Background: an optimization exercise with open tools, aiming at small area. Do not read the settings as production practice. At most, simulation tests tie the RTL to the original design; equivalence was not proved. No activity file was given, so power comes from the tool's default toggle rates. The clock port is modelled as an ideal driver; clocking choices that lean on that would not hold on a real chip.

==> inputs of v1 <==
// payload_capture
module payload_capture #(
  parameter int DATA_W     = 16,
  parameter int FIFO_DEPTH = 64,
  parameter int ADDR_W     = 6,
  parameter int MAX_LEN    = 1024
) (
  input  logic              Clk,
  input  logic              rst,
  input  logic              valid_i,
  input  logic [DATA_W-1:0] r_i,
  input  logic [DATA_W-1:0] i_i,
  input  logic              detect_i,
  input  logic [15:0]       payload_length_i,
  output logic              out_valid_o,
  input  logic              out_ready_i,
  output logic [DATA_W-1:0] out_r_o,
  output logic [DATA_W-1:0] out_i_o,
  output logic              out_last_o,
  output logic              busy_o,
  output logic              done_o,
  output logic              len_err_o,
  output logic              overflow_o
);
  localparam int ENTRY_W = 2 * DATA_W + 1;
  localparam int CNT_W   = $clog2(MAX_LEN + 1);
  logic             busy;
  logic             done;
  logic [CNT_W-1:0] remaining;
  logic             len_err;
  logic             overflow;
  logic [ADDR_W:0]  wr_ptr;
  logic [7:0]       rd_lo_n;
  logic [7:0]       rd_hi_n;
  logic             rd_wrap;
  logic             ptr_eq;
  logic             fifo_empty;
  logic             fifo_full;
  logic             push_req;
  logic             push;
  logic             pop;
  logic             len_ok;
  logic             entry_last;
  logic [FIFO_DEPTH*ENTRY_W-1:0] mem;
  logic [FIFO_DEPTH*ENTRY_W-1:0] mem_d;
  logic [ENTRY_W-1:0] head;
  logic [ENTRY_W-1:0]    din;
  logic [FIFO_DEPTH-1:0] row_load;
  logic [FIFO_DEPTH-1:0] row_keep;
  logic [7:0]            wr_lo_dec;
  logic [7:0]            wr_hi_dec;
  assign len_ok = !payload_length_i[15] && (payload_length_i != 16'd0) &&
                  (payload_length_i[14:10] == 5'd0 || payload_length_i[14:0] == 15'd1024);
  assign ptr_eq     = !rd_lo_n[wr_ptr[2:0]] && !rd_hi_n[wr_ptr[5:3]];
  assign fifo_empty = ptr_eq && (wr_ptr[ADDR_W] == rd_wrap);
  ...
==> module payload_capture, before the edit <==
module payload_capture #(
  parameter int DATA_W     = 16,
  parameter int FIFO_DEPTH = 64,
  parameter int ADDR_W     = 6,
  parameter int MAX_LEN    = 1024
) (
  input  logic              Clk,
  input  logic              rst,
  input  logic              valid_i,
  input  logic [DATA_W-1:0] r_i,
  input  logic [DATA_W-1:0] i_i,
  input  logic              detect_i,
  input  logic [15:0]       payload_length_i,
  output logic              out_valid_o,
  input  logic              out_ready_i,
  output logic [DATA_W-1:0] out_r_o,
  output logic [DATA_W-1:0] out_i_o,
  output logic              out_last_o,
  output logic              busy_o,
  output logic              done_o,
  output logic              len_err_o,
  output logic              overflow_o
);
  localparam int ENTRY_W = 2 * DATA_W + 1;
  localparam int CNT_W   = $clog2(MAX_LEN + 1);
  logic             busy;
  logic             done;
  logic [CNT_W-1:0] remaining;
  logic             len_err;
  logic             overflow;
  logic [ADDR_W:0]  wr_ptr;
  logic [7:0]       rd_lo_n;
  logic [7:0]       rd_hi_n;
  logic             rd_wrap;
  logic             ptr_eq;
  logic             fifo_empty;
  logic             fifo_full;
  logic             push_req;
  logic             push;
  logic             pop;
  logic             len_ok;
  logic             entry_last;
  logic [FIFO_DEPTH*ENTRY_W-1:0] mem;
  logic [FIFO_DEPTH*ENTRY_W-1:0] mem_d;
  logic [ENTRY_W-1:0] head;
  logic [ENTRY_W-1:0]    din;
  logic [FIFO_DEPTH-1:0] row_load;
  logic [FIFO_DEPTH-1:0] row_keep;
  logic [7:0]            wr_lo_dec;
  logic [7:0]            wr_hi_dec;
  assign len_ok = !payload_length_i[15] && (payload_length_i != 16'd0) &&
                  (payload_length_i[14:10] == 5'd0 || payload_length_i[14:0] == 15'd1024);
  assign ptr_eq     = !rd_lo_n[wr_ptr[2:0]] && !rd_hi_n[wr_ptr[5:3]];
  assign fifo_empty = ptr_eq && (wr_ptr[ADDR_W] == rd_wrap);
  assign fifo_full  = ptr_eq && (wr_ptr[ADDR_W] != rd_wrap);
  assign push_req   = busy && valid_i;
  assign pop        = !fifo_empty && out_ready_i;
  assign push       = push_req && (!fifo_full || pop);
  assign entry_last = (remaining == CNT_W'(1));
  always_ff @(posedge Clk or negedge rst) begin
    if (!rst) begin
      busy      <= 1'b0;
      done      <= 1'b0;
      remaining <= '0;
      len_err   <= 1'b0;
      overflow  <= 1'b0;
    end else begin
      done <= busy && valid_i && entry_last;
      if (!busy && !done && detect_i) begin
        len_err  <= !len_ok;
        overflow <= 1'b0;
        if (len_ok) begin
          busy      <= 1'b1;
          remaining <= payload_length_i[CNT_W-1:0];
        end
      end else if (busy && valid_i) begin
        remaining <= remaining - CNT_W'(1);
        if (entry_last) busy <= 1'b0;
        if (fifo_full && !pop) overflow <= 1'b1;
      end
    end
  end
  always_ff @(posedge Clk or negedge rst) begin
    if (!rst) begin
      wr_ptr <= '0;
    end else if (push) begin
      wr_ptr <= wr_ptr + 1'b1;
    end
  end
  assign din = {entry_last, r_i, i_i};
  always_comb begin
    wr_lo_dec = '0;
    wr_hi_dec = '0;
    wr_lo_dec[wr_ptr[2:0]] = 1'b1;
    wr_hi_dec[wr_ptr[5:3]] = push;
  end
  for (genvar k = 0; k < FIFO_DEPTH; k++) begin : g_row
    payload_capture_rowctl u_ctl (
      .a    (wr_lo_dec[k % 8]),
      .b    (wr_hi_dec[k / 8]),
      .keep (row_keep[k]),
      .load (row_load[k])
    );
    payload_capture_hold #(.W(ENTRY_W)) u_hold (
      .q    (mem[k*ENTRY_W +: ENTRY_W]),
      .keep (row_keep[k]),
      .d    (din),
      .load (row_load[k]),
      .y    (mem_d[k*ENTRY_W +: ENTRY_W])
    );
  end
  always_ff @(posedge Clk) begin
    mem <= mem_d;
  end
  always_ff @(posedge Clk or negedge rst) begin
    if (!rst) begin
      rd_lo_n <= 8'hFE;
      rd_hi_n <= 8'hFE;
      rd_wrap <= 1'b0;
    end else if (pop) begin
      rd_lo_n <= {rd_lo_n[6:0], rd_lo_n[7]};
      if (!rd_lo_n[7]) begin
        rd_hi_n <= {rd_hi_n[6:0], rd_hi_n[7]};
        if (!rd_hi_n[7]) rd_wrap <= !rd_wrap;
      end
    end
  end
  logic [ENTRY_W-1:0] grp [8];
  always_comb begin
    for (int j = 0; j < 8; j++) begin
      grp[j] = '1;
      for (int i = 0; i < 8; i++) begin
        grp[j] = grp[j] & (mem[(8*j+i)*ENTRY_W +: ENTRY_W] | {ENTRY_W{rd_lo_n[i]}});
      end
    end
    head = '1;
    for (int j = 0; j < 8; j++) begin
      head = head & (grp[j] | {ENTRY_W{rd_hi_n[j]}});
    end
  end
  assign out_valid_o = !fifo_empty;
  assign out_last_o  = head[ENTRY_W-1];
  assign out_r_o     = head[2*DATA_W-1:DATA_W];
  assign out_i_o     = head[DATA_W-1:0];
  assign busy_o     = busy;
  assign done_o     = done;
  assign len_err_o  = len_err;
  assign overflow_o = overflow;
endmodule
==> module payload_capture_hold, before the edit <==
module payload_capture_hold #(
  parameter int W = 33
) (
  input  logic [W-1:0] q,
  input  logic         keep,
  input  logic [W-1:0] d,
  input  logic         load,
  output logic [W-1:0] y
);
  assign y = (q & {W{keep}}) | (d & {W{load}});
endmodule
==> module payload_capture_rowctl, before the edit <==
module payload_capture_rowctl (
  input  logic a,
  input  logic b,
  output logic keep,
  output logic load
);
  assign keep = ~(a & b);
  assign load = ~keep;
endmodule
export LEC_CHECK = 0
export CAP_MARGIN = 20
export CORE_MARGIN = 2
export CORE_UTILIZATION = 40
export CTS_BUF_LIST = sky130_fd_sc_hd__clkbuf_16
export CTS_CLUSTER_DIAMETER = 80
export CTS_CLUSTER_SIZE = 24
export SLEW_MARGIN = 20
export SYNTH_HIERARCHICAL = 1
create_clock -name core_clock -period 8.0 [get_ports {Clk}]
standard.sh (not shown) runs the stock make flow with config.mk's settings and CLKGATE_MAP_FILE= SYNTH_SCRIPT=/design/flow/synth_recipe.tcl, a recipe that flattens the netlist after the stock synthesis.
==> flow/flow/run.sh <==
#!/bin/bash
# Standard ORFS layout (the standard.sh, unchanged synthesis) with a leaner
# clock tree (no dummy loads, clkbuf_8 leaves), buf_2 port buffers and a 70%
# floorplan utilization; repair may resize cells to other footprints. The tools' full output goes to standard.log here.
set -uo pipefail
export CTS_ARGS="-sink_clustering_enable -repair_clock_nets -dont_use_dummy_load -sink_clustering_size 16 -sink_clustering_max_diameter 60 -buf_list sky130_fd_sc_hd__clkbuf_8"
export BUFFER_PORTS_ARGS="-buffer_cell sky130_fd_sc_hd__buf_2"
bash standard.sh CORE_UTILIZATION=70 SLEW_MARGIN=20 CAP_MARGIN=25 MATCH_CELL_FOOTPRINT=0 PLACE_DENSITY=0.80 finish > standard.log 2>&1
==> v28 (differences from v1) <==
--- a/flow/design.v
+++ b/flow/design.v
@@ -30,6 +30,4 @@
   logic             overflow;
   logic [ADDR_W:0]  wr_ptr;
-  logic [7:0]       rd_lo_n;
-  logic [7:0]       rd_hi_n;
   logic             rd_wrap;
   logic             ptr_eq;
@@ -41,12 +39,6 @@
   logic             len_ok;
   logic             entry_last;
-  logic [FIFO_DEPTH*ENTRY_W-1:0] mem;
-  logic [FIFO_DEPTH*ENTRY_W-1:0] mem_d;
+  logic [ENTRY_W-1:0] mem [FIFO_DEPTH];
   logic [ENTRY_W-1:0] head;
-  logic [ENTRY_W-1:0]    din;
-  logic [FIFO_DEPTH-1:0] row_load;
-  logic [FIFO_DEPTH-1:0] row_keep;
-  logic [7:0]            wr_lo_dec;
-  logic [7:0]            wr_hi_dec;
   assign len_ok = !payload_length_i[15] && (payload_length_i != 16'd0) &&
                   (payload_length_i[14:10] == 5'd0 || payload_length_i[14:0] == 15'd1024);
@@ -88,29 +80,9 @@
     end
   end
-  assign din = {entry_last, r_i, i_i};
-  always_comb begin
-    wr_lo_dec = '0;
-    wr_hi_dec = '0;
-    wr_lo_dec[wr_ptr[2:0]] = 1'b1;
-    wr_hi_dec[wr_ptr[5:3]] = push;
+  always_ff @(posedge Clk) begin
+    if (push) mem[wr_ptr[ADDR_W-1:0]] <= ~{entry_last, r_i, i_i};
   end
-  for (genvar k = 0; k < FIFO_DEPTH; k++) begin : g_row
-    payload_capture_rowctl u_ctl (
-      .a    (wr_lo_dec[k % 8]),
-      .b    (wr_hi_dec[k / 8]),
-      .keep (row_keep[k]),
-      .load (row_load[k])
-    );
-    payload_capture_hold #(.W(ENTRY_W)) u_hold (
-      .q    (mem[k*ENTRY_W +: ENTRY_W]),
-      .keep (row_keep[k]),
-      .d    (din),
-      .load (row_load[k]),
-      .y    (mem_d[k*ENTRY_W +: ENTRY_W])
-    );
-  end
-  always_ff @(posedge Clk) begin
-    mem <= mem_d;
-  end
+  logic [7:0] rd_lo_n;
+  logic [7:0] rd_hi_n;
   always_ff @(posedge Clk or negedge rst) begin
     if (!rst) begin
@@ -126,16 +98,18 @@
     end
   end
-  logic [ENTRY_W-1:0] grp [8];
+  logic [ENTRY_W-1:0] grp_n [8];
+  logic [ENTRY_W-1:0] head_n;
   always_comb begin
     for (int j = 0; j < 8; j++) begin
-      grp[j] = '1;
+      grp_n[j] = '1;
       for (int i = 0; i < 8; i++) begin
-        grp[j] = grp[j] & (mem[(8*j+i)*ENTRY_W +: ENTRY_W] | {ENTRY_W{rd_lo_n[i]}});
+        grp_n[j] = grp_n[j] & (mem[8*j+i] | {ENTRY_W{rd_lo_n[i]}});
       end
     end
-    head = '1;
+    head_n = '1;
     for (int j = 0; j < 8; j++) begin
-      head = head & (grp[j] | {ENTRY_W{rd_hi_n[j]}});
+      head_n = head_n & (grp_n[j] | {ENTRY_W{rd_hi_n[j]}});
     end
+    head = ~head_n;
   end
   assign out_valid_o = !fifo_empty;
@@ -148,22 +122,2 @@
   assign overflow_o = overflow;
 endmodule
-module payload_capture_hold #(
-  parameter int W = 33
-) (
-  input  logic [W-1:0] q,
-  input  logic         keep,
-  input  logic [W-1:0] d,
-  input  logic         load,
-  output logic [W-1:0] y
-);
-  assign y = (q & {W{keep}}) | (d & {W{load}});
-endmodule
-module payload_capture_rowctl (
-  input  logic a,
-  input  logic b,
-  output logic keep,
-  output logic load
-);
-  assign keep = ~(a & b);
-  assign load = ~keep;
-endmodule
==> flow/flow/run.sh (replaced) <==
#!/bin/bash
# Standard ORFS layout with a leaner clock tree (no dummy loads), smaller
# port buffers, a denser floorplan and wirelength-driven global placement.
# Every tool's output goes to a log here.
set -uo pipefail
export CTS_ARGS="-sink_clustering_enable -repair_clock_nets -dont_use_dummy_load -sink_clustering_size 28 -sink_clustering_max_diameter 100 -buf_list sky130_fd_sc_hd__clkbuf_16"
export BUFFER_PORTS_ARGS="-buffer_cell sky130_fd_sc_hd__buf_2"
export PRE_GLOBAL_PLACE_TCL="$PWD/flow/pre_gpl.tcl"
bash standard.sh CORE_UTILIZATION=75 SLEW_MARGIN=10 CAP_MARGIN=10 GPL_TIMING_DRIVEN=0 finish > standard.log 2>&1
==> flow/flow/pre_gpl.tcl (new file) <==
# Without timing-driven placement ORFS keeps synthesis buffers; drop them here.
remove_buffers
--- a/flow/config.mk
+++ b/flow/config.mk
@@ -13,3 +13,2 @@
 export CTS_CLUSTER_SIZE = 24
 export SLEW_MARGIN = 20
-export SYNTH_HIERARCHICAL = 1
==> v3 (differences from v1) <==
==> flow/design.v (replaced) <==
module payload_capture #(
  parameter int DATA_W     = 16,
  parameter int FIFO_DEPTH = 64,
  parameter int ADDR_W     = 6,
  parameter int MAX_LEN    = 1024
) (
  input  logic              Clk,
  input  logic              rst,
  input  logic              valid_i,
  input  logic [DATA_W-1:0] r_i,
  input  logic [DATA_W-1:0] i_i,
  input  logic              detect_i,
  input  logic [15:0]       payload_length_i,
  output logic              out_valid_o,
  input  logic              out_ready_i,
  output logic [DATA_W-1:0] out_r_o,
  output logic [DATA_W-1:0] out_i_o,
  output logic              out_last_o,
  output logic              busy_o,
  output logic              done_o,
  output logic              len_err_o,
  output logic              overflow_o
);
  localparam int ENTRY_W = 2 * DATA_W + 1;
  localparam int CNT_W   = $clog2(MAX_LEN + 1);
  logic             busy;
  logic             done;
  logic [CNT_W-1:0] remaining;
  logic             len_err;
  logic             overflow;
  logic [ADDR_W:0]  wr_ptr;
  logic [ADDR_W:0]  rd_ptr;
  logic             fifo_empty;
  logic             fifo_full;
  logic             push_req;
  logic             push;
  logic             pop;
  logic             len_ok;
  logic             entry_last;
  logic [ENTRY_W-1:0] mem [FIFO_DEPTH];
  logic [ENTRY_W-1:0] head;
  assign len_ok = !payload_length_i[15] && (payload_length_i != 16'd0) &&
                  (payload_length_i[14:10] == 5'd0 || payload_length_i[14:0] == 15'd1024);
  assign fifo_empty = (wr_ptr == rd_ptr);
  assign fifo_full  = (wr_ptr[ADDR_W] != rd_ptr[ADDR_W]) &&
                      (wr_ptr[ADDR_W-1:0] == rd_ptr[ADDR_W-1:0]);
  assign push_req   = busy && valid_i;
  assign pop        = !fifo_empty && out_ready_i;
  assign push       = push_req && (!fifo_full || pop);
  assign entry_last = (remaining == CNT_W'(1));
  always_ff @(posedge Clk or negedge rst) begin
    if (!rst) begin
      busy      <= 1'b0;
      done      <= 1'b0;
      remaining <= '0;
      len_err   <= 1'b0;
      overflow  <= 1'b0;
    end else begin
      done <= busy && valid_i && entry_last;
      if (!busy && !done && detect_i) begin
        len_err  <= !len_ok;
        overflow <= 1'b0;
        if (len_ok) begin
          busy      <= 1'b1;
          remaining <= payload_length_i[CNT_W-1:0];
        end
      end else if (busy && valid_i) begin
        remaining <= remaining - CNT_W'(1);
        if (entry_last) busy <= 1'b0;
        if (fifo_full && !pop) overflow <= 1'b1;
      end
    end
  end
  always_ff @(posedge Clk or negedge rst) begin
    if (!rst) begin
      wr_ptr <= '0;
      rd_ptr <= '0;
    end else begin
      if (push) wr_ptr <= wr_ptr + 1'b1;
      if (pop)  rd_ptr <= rd_ptr + 1'b1;
    end
  end
  always_ff @(posedge Clk) begin
    if (push) mem[wr_ptr[ADDR_W-1:0]] <= {entry_last, r_i, i_i};
  end
  logic [FIFO_DEPTH-1:0] rd_sel;
  always_comb begin
    rd_sel = '0;
    rd_sel[rd_ptr[ADDR_W-1:0]] = 1'b1;
  end
  always_comb begin
    head = '0;
    for (int k = 0; k < FIFO_DEPTH; k++) begin
      head = head | (mem[k] & {ENTRY_W{rd_sel[k]}});
    end
  end
  assign out_valid_o = !fifo_empty;
  assign out_last_o  = head[ENTRY_W-1];
  assign out_r_o     = head[2*DATA_W-1:DATA_W];
  assign out_i_o     = head[DATA_W-1:0];
  assign busy_o     = busy;
  assign done_o     = done;
  assign len_err_o  = len_err;
  assign overflow_o = overflow;
endmodule
==> flow/run.sh (new file) <==
#!/bin/bash
# synth_recipe.tcl (not shown) runs the flow's synth.tcl, then flattens the netlist and writes it again
# the make line also repeats each setting of config.mk as NAME=value (left out here)
make -C /OpenROAD-flow-scripts/flow DESIGN_CONFIG=/design/flow/config.mk WORK_HOME=/design/flow/orfs CLKGATE_MAP_FILE= SYNTH_SCRIPT=/design/flow/synth_recipe.tcl finish
--- a/flow/config.mk
+++ b/flow/config.mk
@@ -10,6 +10,6 @@
 export CORE_UTILIZATION = 40
 export CTS_BUF_LIST = sky130_fd_sc_hd__clkbuf_16
-export CTS_CLUSTER_DIAMETER = 80
-export CTS_CLUSTER_SIZE = 24
+export CTS_CLUSTER_DIAMETER = 60
+export CTS_CLUSTER_SIZE = 30
+export SETUP_SLACK_MARGIN = 0.3
 export SLEW_MARGIN = 20
-export SYNTH_HIERARCHICAL = 1
removed: flow/flow/run.sh
removed: flow/standard.sh
==> summary.txt <==
Setup path
  – Worst stage delay on the critical path: 1160 ps
  – Crit. path cell count: 8
  – R2R depth: 9

Routing
  – Length of routed met3 wiring: 37680 um

Outcome
  – Status: finished clean

Die
  – Well Taps: 1368
  – Die span in y: 323.6 um

Power
  – Sequential power share: 69.4%

Clock network
  – CTS root buf: clkbuf_16

Final layout
  – Most frequent cells in the layout: 2112 x edfxtp_1, 1190 x o22ai_1, 265 x nor4_1
  – Non-CTS inverters: 38

Global routing
  – Largest net degree at the start of global routing: 65

Placed design
  – Worst slack, placed: 2323 ps

Synthesis
  – Multiplexer share of the synthesized area: 0.3429%
[end of results for v28]
==> summary.txt <==
Outcome
  – Status: finished clean

Power
  – Sequential power share: 46.1%

Setup path
  – Worst stage delay on the critical path: 1110 ps
  – Crit. path cell count: 11
  – R2R depth: 7

Die
  – Well Taps: 2624
  – Die span in y: 447.3 um

Synthesis
  – Multiplexer share of the synthesized area: 0.2468%

Clock network
  – CTS root buf: clkbuf_16

STA
  – Final Max Tran Viols: 0

Routing
  – Length of routed met3 wiring: 39820 um

Global routing
  – Largest net degree at the start of global routing: 66
[end of results for v3]
==> summary.txt <==
Synthesis
  – Cell accounting for the most synthesized area: dfxtp_1
  – Multiplexer share of the synthesized area: 0.4148%

STA
  – Final worst setup slack: 888.5 ps

Setup path
  – Crit. path cell count: 8
  – Worst stage delay on the critical path: 1260 ps
  – R2R depth: 10

Global routing
  – Largest net degree at the start of global routing: 85

Final layout
  – Non-CTS inverters: 9
  – Largest register FFs: 2112
  – Most frequent cells in the layout: 2112 x a22o_1, 2112 x dfxtp_1, 1188 x o22ai_1

Die
  – Die span in y: 341.3 um

Outcome
  – Status: finished clean

Placed design
  – Worst slack, placed: 2161 ps

Clock network
  – CTS root buf: clkbuf_8
[end of results for v1]
Function not checked in v28: the RTL went through the layout flow alone.

-- port drivers added, routing unchanged --
No port has a modelled driver above. Below, the same layouts with a new extraction and two added sets of constraints.
Step 1: set_driving_cell puts a clkbuf_16 on Clk and a buf_2 on each other input, an assumption about the parent block.
Step 2 also shifts input and output timing later by t, the mid clock arrival at the registers, as if the neighbouring blocks saw the same clock.
Slacks: ideal ports / drivers / drivers and shift; pairs: ideal ports / drivers.
run | t, ns | setup WS [ns] | worst hold slack (ns) | worst slew at a driven data input, ns
v1 | 0.949 | 0.888 / 0.805 / 1.754 | 0.488 / 0.488 / 0.488 | 0.03
v28 | 0.770 | 1.507 / 1.434 / 2.204 | 0.505 / 0.505 / 0.505 | 0.10
v3 | 0.882 | 0.198 / 0.119 / 1.001 | 0.492 / 0.492 / 0.492 | 0.20
After both steps every run listed still meets setup and hold.
